Background: an optimization exercise with open tools, aiming at a short achievable clock period and few clock cycles. Do not read the settings as production practice.
Only simulation tests tie the RTL to the original design; equivalence was not proved.
Power is estimated from default activity; no workload was simulated.

==> inputs of run R <==
// cpu_top
module cpu_top #(
    parameter int IMEM_ADDR_W = 12,
    parameter int DMEM_ADDR_W = 12
) (
    input  logic                   clk,
    input  logic                   reset,
    output logic [IMEM_ADDR_W-1:0] imem_addr,
    input  cpu_pkg::word_t         imem_data,
    output logic                   wb_cyc,
    output logic                   wb_stb,
    output logic                   wb_we,
    output logic [DMEM_ADDR_W-1:0] wb_adr,
    output cpu_pkg::word_t         wb_dat_o,
    input  cpu_pkg::word_t         wb_dat_i,
    input  logic                   wb_ack
);
    localparam int QD = 4;    
    logic [11:0] pc_lo;
    logic [19:0] pc_hi;
    logic [3:0]  adj_imm;
    logic        adj_c;
    logic [63:0] bp;
    logic        fd_valid;
    logic [31:0] fd_instr;
    logic [31:0] fd_pc;       
    logic [31:0] fd_immp1;    
    logic        fd_pred;     
    logic [5:0]  fd_bidx;     
    logic [31:0] fd_need;     
    logic [4:0]  fd_rs;       
    logic [4:0]  fd_r2;       
    logic [31:0] fd_rs_oh;    
    logic [31:0] fd_r2_oh;
    logic [4:0]  fd_dest;     
    logic        fd_wx;       
    logic        fd_lw;
    logic        fd_sw;
    logic        fd_bne;
    logic        fd_rtype;
    logic        fd_sub;
    logic        fd_arith;
    logic        fd_and;
    logic        fd_or;
    logic        fd_sll;
    logic        fd_sra;
    logic        fd_jal;
    logic        dx_valid;
    logic        dx_wx;
    logic [4:0]  dx_dest;
    logic        dx_mem;
    logic        dx_st;
    logic        dx_ldwb;     
    logic        dx_bne;
    logic        dx_pred;
    logic [5:0]  dx_bidx;
    logic [31:0] dx_rtgt;     
    logic [31:0] dx_a;        
    logic [DMEM_ADDR_W-1:0] dx_ab;    
    logic [31:0] dx_b;        
    logic [31:0] dx_bop;      
  ...
Settings: LEC_CHECK=0, CAP_MARGIN=20, CORE_MARGIN=2, CORE_UTILIZATION=30, PLACE_DENSITY=0.35, SETUP_SLACK_MARGIN=5, SLEW_MARGIN=20; clock period 8.0 ns.
run.sh (not shown) runs the stock make flow with config.mk's settings and CLKGATE_MAP_FILE= SYNTH_SCRIPT=/design/flow/synth_recipe.tcl, a recipe that flattens the netlist after the stock synthesis.
==> inputs of run C, as changes to run R <==
--- a/flow/design.v
+++ b/flow/design.v
@@ -96,15 +96,14 @@
     logic [19:0] pc_hi;
     logic [3:0]  adj_imm;
     logic        adj_c;
     logic [63:0] bp;
     logic        fd_valid;
     logic [31:0] fd_instr;
     logic [31:0] fd_pc;       
-    logic [31:0] fd_immp1;    
     logic        fd_pred;     
     logic [5:0]  fd_bidx;     
     logic [31:0] fd_need;     
     logic [4:0]  fd_rs;       
     logic [4:0]  fd_r2;       
     logic [31:0] fd_rs_oh;    
     logic [31:0] fd_r2_oh;
@@ -126,15 +125,18 @@
     logic [4:0]  dx_dest;
     logic        dx_mem;
     logic        dx_st;
     logic        dx_ldwb;     
     logic        dx_bne;
     logic        dx_pred;
     logic [5:0]  dx_bidx;
-    logic [31:0] dx_rtgt;     
+    logic [11:0] dx_rlo;
+    logic [19:0] dx_rhi;
+    logic [3:0]  dx_radj;
+    logic        dx_rc;
     logic [31:0] dx_a;        
     logic [DMEM_ADDR_W-1:0] dx_ab;    
     logic [31:0] dx_b;        
     logic [31:0] dx_bop;      
     logic [31:0] dx_bin;      
     logic [11:0] dx_imm;
     logic        dx_s_arith;
@@ -205,16 +207,14 @@
         f_rs_oh = '0;
         f_rs_oh[f_rs_n] = 1'b1;
         f_rs_oh[0] = 1'b0;
         f_r2_oh = '0;
         f_r2_oh[f_r2_n] = 1'b1;
         f_r2_oh[0] = 1'b0;
         f_need = f_rs_oh | f_r2_oh;
-        f_need[f_dest] = 1'b1;
-        f_need[0] = 1'b0;
     end
     logic [31:0] d_rf_rs, d_rf_r2, d_rs_val, d_r2_val;
     logic        d_stall;
     logic        d_fwd_a, d_fwd_b;
     logic [31:0] d_imm;
     always_comb begin
         d_rf_rs = '0;
@@ -259,14 +259,19 @@
                  | ({32{dx_s_link}}  & dx_pc1);
     assign x_adr = dx_ab + dx_imm[DMEM_ADDR_W-1:0];
     assign x_stall  = dx_valid && dx_mem && q_full;
     assign x_fire   = dx_valid && !x_stall;
     assign x_taken  = (dx_a != dx_b);
     assign redirect = dx_valid && dx_bne && (x_taken != dx_pred);
     assign d_adv    = !redirect && !x_stall && !d_stall;
+    logic d_kill;
+    assign d_kill = d_adv && fd_valid && (fd_wx || fd_lw) && pending[fd_dest];
+    function automatic logic killed(input logic [4:0] n);
+        killed = d_kill && (n == fd_dest);
+    endfunction
     logic ack;
     logic head_free;
     logic q_empty;
     logic enq;
     logic enq_q;
     logic pop;
     assign ack       = wb_ack && bh_valid;
@@ -287,22 +292,24 @@
             q_wptr   <= '0;
             q_cnt    <= '0;
             q_full   <= 1'b0;
         end else begin
             bh_valid <= (bh_valid && !ack) || !q_empty || enq;
             if (head_free) begin
                 if (!q_empty) begin
-                    bh_ldwb  <= q_ldwb[q_rptr];
+                    bh_ldwb  <= q_ldwb[q_rptr] && !killed(q_dest[q_rptr]);
                     bh_dest  <= q_dest[q_rptr];
                     bh_dest_oh <= 32'd1 << q_dest[q_rptr];
                 end else begin
-                    bh_ldwb  <= dx_ldwb;
+                    bh_ldwb  <= dx_ldwb && !killed(dx_dest);
                     bh_dest  <= dx_dest;
                     bh_dest_oh <= 32'd1 << dx_dest;
                 end
+            end else if (killed(bh_dest)) begin
+                bh_ldwb  <= 1'b0;
             end
             if (pop) q_rptr <= q_rptr + 1'b1;
             if (enq_q) q_wptr <= q_wptr + 1'b1;
             q_cnt  <= q_cnt + {2'b0, enq_q} - {2'b0, pop};
             q_full <= (q_cnt + {2'b0, enq_q} - {2'b0, pop}) == 3'(QD);
         end
     end
@@ -318,17 +325,22 @@
                 | ({32{bh_from_x}} & dx_b);
     end
     always_ff @(posedge clk) begin
         if (enq_q) begin
             q_we[q_wptr]   <= dx_st;
             q_adr[q_wptr]  <= x_adr;
             q_dat[q_wptr]  <= dx_b;
-            q_ldwb[q_wptr] <= dx_ldwb;
             q_dest[q_wptr] <= dx_dest;
         end
+        for (int i = 0; i < QD; i++) begin
+            if (enq_q && q_wptr == 2'(i))
+                q_ldwb[i] <= dx_ldwb && !killed(dx_dest);
+            else if (killed(q_dest[i]))
+                q_ldwb[i] <= 1'b0;
+        end
     end
     always_ff @(posedge clk) begin
         if (reset)
             ldr_valid <= 1'b0;
         else
             ldr_valid <= ack && bh_ldwb && !bh_we;
         ldr_dest <= bh_dest;
@@ -349,14 +361,16 @@
     always_ff @(posedge clk) begin
         if (reset) begin
             pending <= '0;
         end else begin
             for (int i = 1; i < 32; i++) begin
                 if (d_adv && fd_valid && fd_lw && fd_dest == 5'(i))
                     pending[i] <= 1'b1;
+                else if (d_adv && fd_valid && fd_wx && fd_dest == 5'(i))
+                    pending[i] <= 1'b0;
                 else if (ack && bh_ldwb && bh_dest == 5'(i))
                     pending[i] <= 1'b0;
             end
             pending[0] <= 1'b0;
         end
     end
     always_ff @(posedge clk) begin
@@ -365,15 +379,14 @@
         else if (dx_valid && dx_bne)
             bp[dx_bidx] <= x_taken;
     end
     always_ff @(posedge clk) begin
         if (!x_stall && !d_stall) begin
             fd_instr <= imem_data;
             fd_pc    <= {true_hi, pc_lo};
-            fd_immp1 <= {{16{imem_data[15]}}, imem_data[15:0]} + 32'd1;
             fd_pred  <= f_pred;
             fd_bidx  <= pc_lo[5:0];
             fd_need  <= f_need;
             fd_rs    <= f_rs_n;
             fd_r2    <= f_r2_n;
             fd_rs_oh <= f_rs_oh;
             fd_r2_oh <= f_r2_oh;
@@ -396,18 +409,18 @@
         if (reset) begin
             pc_lo    <= '0;
             pc_hi    <= '0;
             adj_imm  <= '0;
             adj_c    <= 1'b0;
             fd_valid <= 1'b0;
         end else if (redirect) begin
-            pc_lo    <= dx_rtgt[11:0];
-            pc_hi    <= dx_rtgt[31:12];
-            adj_imm  <= '0;
-            adj_c    <= 1'b0;
+            pc_lo    <= dx_rlo;
+            pc_hi    <= dx_rhi;
+            adj_imm  <= dx_radj;
+            adj_c    <= dx_rc;
             fd_valid <= 1'b0;
         end else if (!x_stall && !d_stall) begin
             fd_valid <= 1'b1;
             if (f_jmp) begin
                 pc_lo   <= imem_data[11:0];
                 pc_hi   <= {5'b0, imem_data[26:12]};
                 adj_imm <= '0;
@@ -429,27 +442,31 @@
         if (reset)
             dx_valid <= 1'b0;
         else if (redirect || (!x_stall && d_stall))
             dx_valid <= 1'b0;
         else if (!x_stall)
             dx_valid <= fd_valid;
     end
+    logic [12:0] d_rsum;
+    assign d_rsum = {1'b0, fd_pc[11:0]} + (fd_pred ? 13'd0 : {1'b0, fd_instr[11:0]}) + 13'd1;
     logic [31:0] d_b_fwd;
     assign d_b_fwd = d_fwd_b ? x_res : d_r2_val;
     always_ff @(posedge clk) begin
         if (!x_stall) begin
             dx_wx      <= fd_wx;
             dx_dest    <= fd_dest;
             dx_mem     <= fd_lw | fd_sw;
             dx_st      <= fd_sw;
             dx_ldwb    <= fd_lw && (fd_dest != 5'd0);
             dx_bne     <= fd_bne;
             dx_pred    <= fd_pred;
             dx_bidx    <= fd_bidx;
-            dx_rtgt    <= fd_pred ? fd_pc + 32'd1 : fd_pc + fd_immp1;
+            {dx_rc, dx_rlo} <= d_rsum;
+            dx_rhi     <= fd_pc[31:12];
+            dx_radj    <= fd_pred ? 4'd0 : fd_instr[15:12];
             dx_ab      <= d_fwd_a ? x_res[DMEM_ADDR_W-1:0] : d_rs_val[DMEM_ADDR_W-1:0];
             dx_b       <= d_b_fwd;
             dx_imm     <= fd_instr[11:0];
         end
     end
     always_ff @(posedge clk) begin
         dx_a       <= d_fwd_a ? x_res : d_rs_val;
==> inputs of run K, as changes to run R <==
--- a/flow/design.v
+++ b/flow/design.v
@@ -96,15 +96,14 @@
     logic [19:0] pc_hi;
     logic [3:0]  adj_imm;
     logic        adj_c;
     logic [63:0] bp;
     logic        fd_valid;
     logic [31:0] fd_instr;
     logic [31:0] fd_pc;       
-    logic [31:0] fd_immp1;    
     logic        fd_pred;     
     logic [5:0]  fd_bidx;     
     logic [31:0] fd_need;     
     logic [4:0]  fd_rs;       
     logic [4:0]  fd_r2;       
     logic [31:0] fd_rs_oh;    
     logic [31:0] fd_r2_oh;
@@ -126,15 +125,18 @@
     logic [4:0]  dx_dest;
     logic        dx_mem;
     logic        dx_st;
     logic        dx_ldwb;     
     logic        dx_bne;
     logic        dx_pred;
     logic [5:0]  dx_bidx;
-    logic [31:0] dx_rtgt;     
+    logic [11:0] dx_rlo;
+    logic [19:0] dx_rhi;
+    logic [3:0]  dx_radj;
+    logic        dx_rc;
     logic [31:0] dx_a;        
     logic [DMEM_ADDR_W-1:0] dx_ab;    
     logic [31:0] dx_b;        
     logic [31:0] dx_bop;      
     logic [31:0] dx_bin;      
     logic [11:0] dx_imm;
     logic        dx_s_arith;
@@ -178,15 +180,16 @@
     logic        f_bne;
     logic        f_pred;
     assign imem_addr = pc_lo;
     assign true_hi   = pc_hi + {{16{adj_imm[3]}}, adj_imm} + {19'd0, adj_c};
     assign f_op   = imem_data[31:27];
     assign f_jmp  = (f_op == 5'b00001) || (f_op == 5'b00011);
     assign f_bne  = (f_op == 5'b00010);
-    assign f_pred = bp[pc_lo[5:0]];
+    assign f_pred = (imem_data[21:17] != imem_data[26:22])
+                 && (imem_data[15] || bp[pc_lo[5:0]]);
     assign f_inc  = {1'b0, pc_lo} + 13'd1;
     assign f_bsum = {1'b0, pc_lo} + {1'b0, imem_data[11:0]} + 13'd1;
     logic [4:0]  f_rs, f_rt, f_rd, f_rs_n, f_r2_n, f_dest;
     logic [4:0]  f_aluop;
     logic        f_rtype, f_addi, f_lw, f_sw, f_jal;
     logic [31:0] f_need, f_rs_oh, f_r2_oh;
     assign f_rd    = imem_data[26:22];
@@ -205,16 +208,14 @@
         f_rs_oh = '0;
         f_rs_oh[f_rs_n] = 1'b1;
         f_rs_oh[0] = 1'b0;
         f_r2_oh = '0;
         f_r2_oh[f_r2_n] = 1'b1;
         f_r2_oh[0] = 1'b0;
         f_need = f_rs_oh | f_r2_oh;
-        f_need[f_dest] = 1'b1;
-        f_need[0] = 1'b0;
     end
     logic [31:0] d_rf_rs, d_rf_r2, d_rs_val, d_r2_val;
     logic        d_stall;
     logic        d_fwd_a, d_fwd_b;
     logic [31:0] d_imm;
     always_comb begin
         d_rf_rs = '0;
@@ -259,14 +260,19 @@
                  | ({32{dx_s_link}}  & dx_pc1);
     assign x_adr = dx_ab + dx_imm[DMEM_ADDR_W-1:0];
     assign x_stall  = dx_valid && dx_mem && q_full;
     assign x_fire   = dx_valid && !x_stall;
     assign x_taken  = (dx_a != dx_b);
     assign redirect = dx_valid && dx_bne && (x_taken != dx_pred);
     assign d_adv    = !redirect && !x_stall && !d_stall;
+    logic d_kill;
+    assign d_kill = d_adv && fd_valid && (fd_wx || fd_lw) && pending[fd_dest];
+    function automatic logic killed(input logic [4:0] n);
+        killed = d_kill && (n == fd_dest);
+    endfunction
     logic ack;
     logic head_free;
     logic q_empty;
     logic enq;
     logic enq_q;
     logic pop;
     assign ack       = wb_ack && bh_valid;
@@ -287,22 +293,24 @@
             q_wptr   <= '0;
             q_cnt    <= '0;
             q_full   <= 1'b0;
         end else begin
             bh_valid <= (bh_valid && !ack) || !q_empty || enq;
             if (head_free) begin
                 if (!q_empty) begin
-                    bh_ldwb  <= q_ldwb[q_rptr];
+                    bh_ldwb  <= q_ldwb[q_rptr] && !killed(q_dest[q_rptr]);
                     bh_dest  <= q_dest[q_rptr];
                     bh_dest_oh <= 32'd1 << q_dest[q_rptr];
                 end else begin
-                    bh_ldwb  <= dx_ldwb;
+                    bh_ldwb  <= dx_ldwb && !killed(dx_dest);
                     bh_dest  <= dx_dest;
                     bh_dest_oh <= 32'd1 << dx_dest;
                 end
+            end else if (killed(bh_dest)) begin
+                bh_ldwb  <= 1'b0;
             end
             if (pop) q_rptr <= q_rptr + 1'b1;
             if (enq_q) q_wptr <= q_wptr + 1'b1;
             q_cnt  <= q_cnt + {2'b0, enq_q} - {2'b0, pop};
             q_full <= (q_cnt + {2'b0, enq_q} - {2'b0, pop}) == 3'(QD);
         end
     end
@@ -318,17 +326,22 @@
                 | ({32{bh_from_x}} & dx_b);
     end
     always_ff @(posedge clk) begin
         if (enq_q) begin
             q_we[q_wptr]   <= dx_st;
             q_adr[q_wptr]  <= x_adr;
             q_dat[q_wptr]  <= dx_b;
-            q_ldwb[q_wptr] <= dx_ldwb;
             q_dest[q_wptr] <= dx_dest;
         end
+        for (int i = 0; i < QD; i++) begin
+            if (enq_q && q_wptr == 2'(i))
+                q_ldwb[i] <= dx_ldwb && !killed(dx_dest);
+            else if (killed(q_dest[i]))
+                q_ldwb[i] <= 1'b0;
+        end
     end
     always_ff @(posedge clk) begin
         if (reset)
             ldr_valid <= 1'b0;
         else
             ldr_valid <= ack && bh_ldwb && !bh_we;
         ldr_dest <= bh_dest;
@@ -349,14 +362,16 @@
     always_ff @(posedge clk) begin
         if (reset) begin
             pending <= '0;
         end else begin
             for (int i = 1; i < 32; i++) begin
                 if (d_adv && fd_valid && fd_lw && fd_dest == 5'(i))
                     pending[i] <= 1'b1;
+                else if (d_adv && fd_valid && fd_wx && fd_dest == 5'(i))
+                    pending[i] <= 1'b0;
                 else if (ack && bh_ldwb && bh_dest == 5'(i))
                     pending[i] <= 1'b0;
             end
             pending[0] <= 1'b0;
         end
     end
     always_ff @(posedge clk) begin
@@ -365,15 +380,14 @@
         else if (dx_valid && dx_bne)
             bp[dx_bidx] <= x_taken;
     end
     always_ff @(posedge clk) begin
         if (!x_stall && !d_stall) begin
             fd_instr <= imem_data;
             fd_pc    <= {true_hi, pc_lo};
-            fd_immp1 <= {{16{imem_data[15]}}, imem_data[15:0]} + 32'd1;
             fd_pred  <= f_pred;
             fd_bidx  <= pc_lo[5:0];
             fd_need  <= f_need;
             fd_rs    <= f_rs_n;
             fd_r2    <= f_r2_n;
             fd_rs_oh <= f_rs_oh;
             fd_r2_oh <= f_r2_oh;
@@ -396,18 +410,18 @@
         if (reset) begin
             pc_lo    <= '0;
             pc_hi    <= '0;
             adj_imm  <= '0;
             adj_c    <= 1'b0;
             fd_valid <= 1'b0;
         end else if (redirect) begin
-            pc_lo    <= dx_rtgt[11:0];
-            pc_hi    <= dx_rtgt[31:12];
-            adj_imm  <= '0;
-            adj_c    <= 1'b0;
+            pc_lo    <= dx_rlo;
+            pc_hi    <= dx_rhi;
+            adj_imm  <= dx_radj;
+            adj_c    <= dx_rc;
             fd_valid <= 1'b0;
         end else if (!x_stall && !d_stall) begin
             fd_valid <= 1'b1;
             if (f_jmp) begin
                 pc_lo   <= imem_data[11:0];
                 pc_hi   <= {5'b0, imem_data[26:12]};
                 adj_imm <= '0;
@@ -429,27 +443,31 @@
         if (reset)
             dx_valid <= 1'b0;
         else if (redirect || (!x_stall && d_stall))
             dx_valid <= 1'b0;
         else if (!x_stall)
             dx_valid <= fd_valid;
     end
+    logic [12:0] d_rsum;
+    assign d_rsum = {1'b0, fd_pc[11:0]} + (fd_pred ? 13'd0 : {1'b0, fd_instr[11:0]}) + 13'd1;
     logic [31:0] d_b_fwd;
     assign d_b_fwd = d_fwd_b ? x_res : d_r2_val;
     always_ff @(posedge clk) begin
         if (!x_stall) begin
             dx_wx      <= fd_wx;
             dx_dest    <= fd_dest;
             dx_mem     <= fd_lw | fd_sw;
             dx_st      <= fd_sw;
             dx_ldwb    <= fd_lw && (fd_dest != 5'd0);
             dx_bne     <= fd_bne;
             dx_pred    <= fd_pred;
             dx_bidx    <= fd_bidx;
-            dx_rtgt    <= fd_pred ? fd_pc + 32'd1 : fd_pc + fd_immp1;
+            {dx_rc, dx_rlo} <= d_rsum;
+            dx_rhi     <= fd_pc[31:12];
+            dx_radj    <= fd_pred ? 4'd0 : fd_instr[15:12];
             dx_ab      <= d_fwd_a ? x_res[DMEM_ADDR_W-1:0] : d_rs_val[DMEM_ADDR_W-1:0];
             dx_b       <= d_b_fwd;
             dx_imm     <= fd_instr[11:0];
         end
     end
     always_ff @(posedge clk) begin
         dx_a       <= d_fwd_a ? x_res : d_rs_val;
==> qor summary <==
quantity	run K	run C	run R
Run status	timing/DRC/antenna clean	timing/DRC/antenna clean	timing/DRC/antenna clean
Fraction of power consumed by sequential logic	39.3%	39.6%	39.0%
Share of cell area taken by multi-input logic gates	45.1%	45.0%	45.6%
WP data arrival	4.40 ns	4.55 ns	4.30 ns
Post-route fraction of the period consumed by the critical path	44.3%	46.2%	43.3%
Logic pwr share	21.3%	20.9%	22.3%
First-pass GRT wire length	871000 um	857000 um	870000 um
EDFF count, synth	520	520	532
Met3 routing resource usage after global routing	11.0%	10.4%	9.92%
Timing startpoint of the critical path	fd_r2_oh[24]$_DFFE_PP_	fd_r2_oh[30]$_DFFE_PP_	fd_r2_oh[20]$_DFFE_PP_
Final weighted congestion in routability-driven placement	0.931	0.943	0.915
WL/cell	43.9 um	43.1 um	42.6 um
Clk Latency, worst-skew pair	0.98 ns	0.99 ns	1.01 ns
Routed Wire Length	671000 um	660000 um	664000 um
DIE AREA	341000 um2	341000 um2	345000 um2
Via-per-instance ratio	6.55	6.49	6.46
Area of the mapped netlist	101000 um2	101000 um2	102000 um2
Count of non-CTS buffers in the layout	1060	1051	1028
Switch Pwr	9510 uW	9370 uW	9980 uW
Sequential cell area fraction in the yosys report	43.2%	43.2%	43.1%
Core outline area	334000 um2	336000 um2	339000 um2
Relative contribution of the clock network to total power	39.5%	39.5%	38.7%
Final-layout clock buffer total	345	356	358
XOR/XNOR Fraction of Synth Area	2.02%	2.06%	1.85%
Depth of the critical timing path with buffers and inverters included	10	12	9
Testbench counts of run R, summed over its fixed seeds: cycles 39,814.
Testbench counts of run C, summed over its fixed seeds: cycles 39,438.
Testbench counts of run K, summed over its fixed seeds: cycles 39,273.

[what the ideal ports hide]
The flow's constraints put no driver on any port. The routed layouts listed below were extracted and timed again, unchanged, in two steps.
Step 1 (the two cells are an assumption about what drives the block):
set clk [get_ports {clk}]
set_driving_cell -lib_cell sky130_fd_sc_hd__clkbuf_16 $clk
set_driving_cell -lib_cell sky130_fd_sc_hd__buf_2 [delete_from_list [all_inputs] $clk]
Step 2 moves the port delays by t, midway between the first and last clock arrival at a register: inputs arrive t later, outputs are due t later. That takes back most of the time a late clock gives input paths.
Three values: ideal ports, drivers, drivers and shift; two values: the first two.
run	shift t [ns]	slack for setup (ns)	clock arrival spread, ns
run R	1.086	4.537 / 4.537 / 3.697	0.067 / 0.067
run C	1.075	4.308 / 4.308 / 3.858	0.067 / 0.068
run K	1.062	4.456 / 4.456 / 3.732	0.072 / 0.072
After both steps setup and hold are still met in every run listed. The setup slack of run R, which loses most, moves by 0.000 ns with the drivers and by -0.840 ns with both steps.
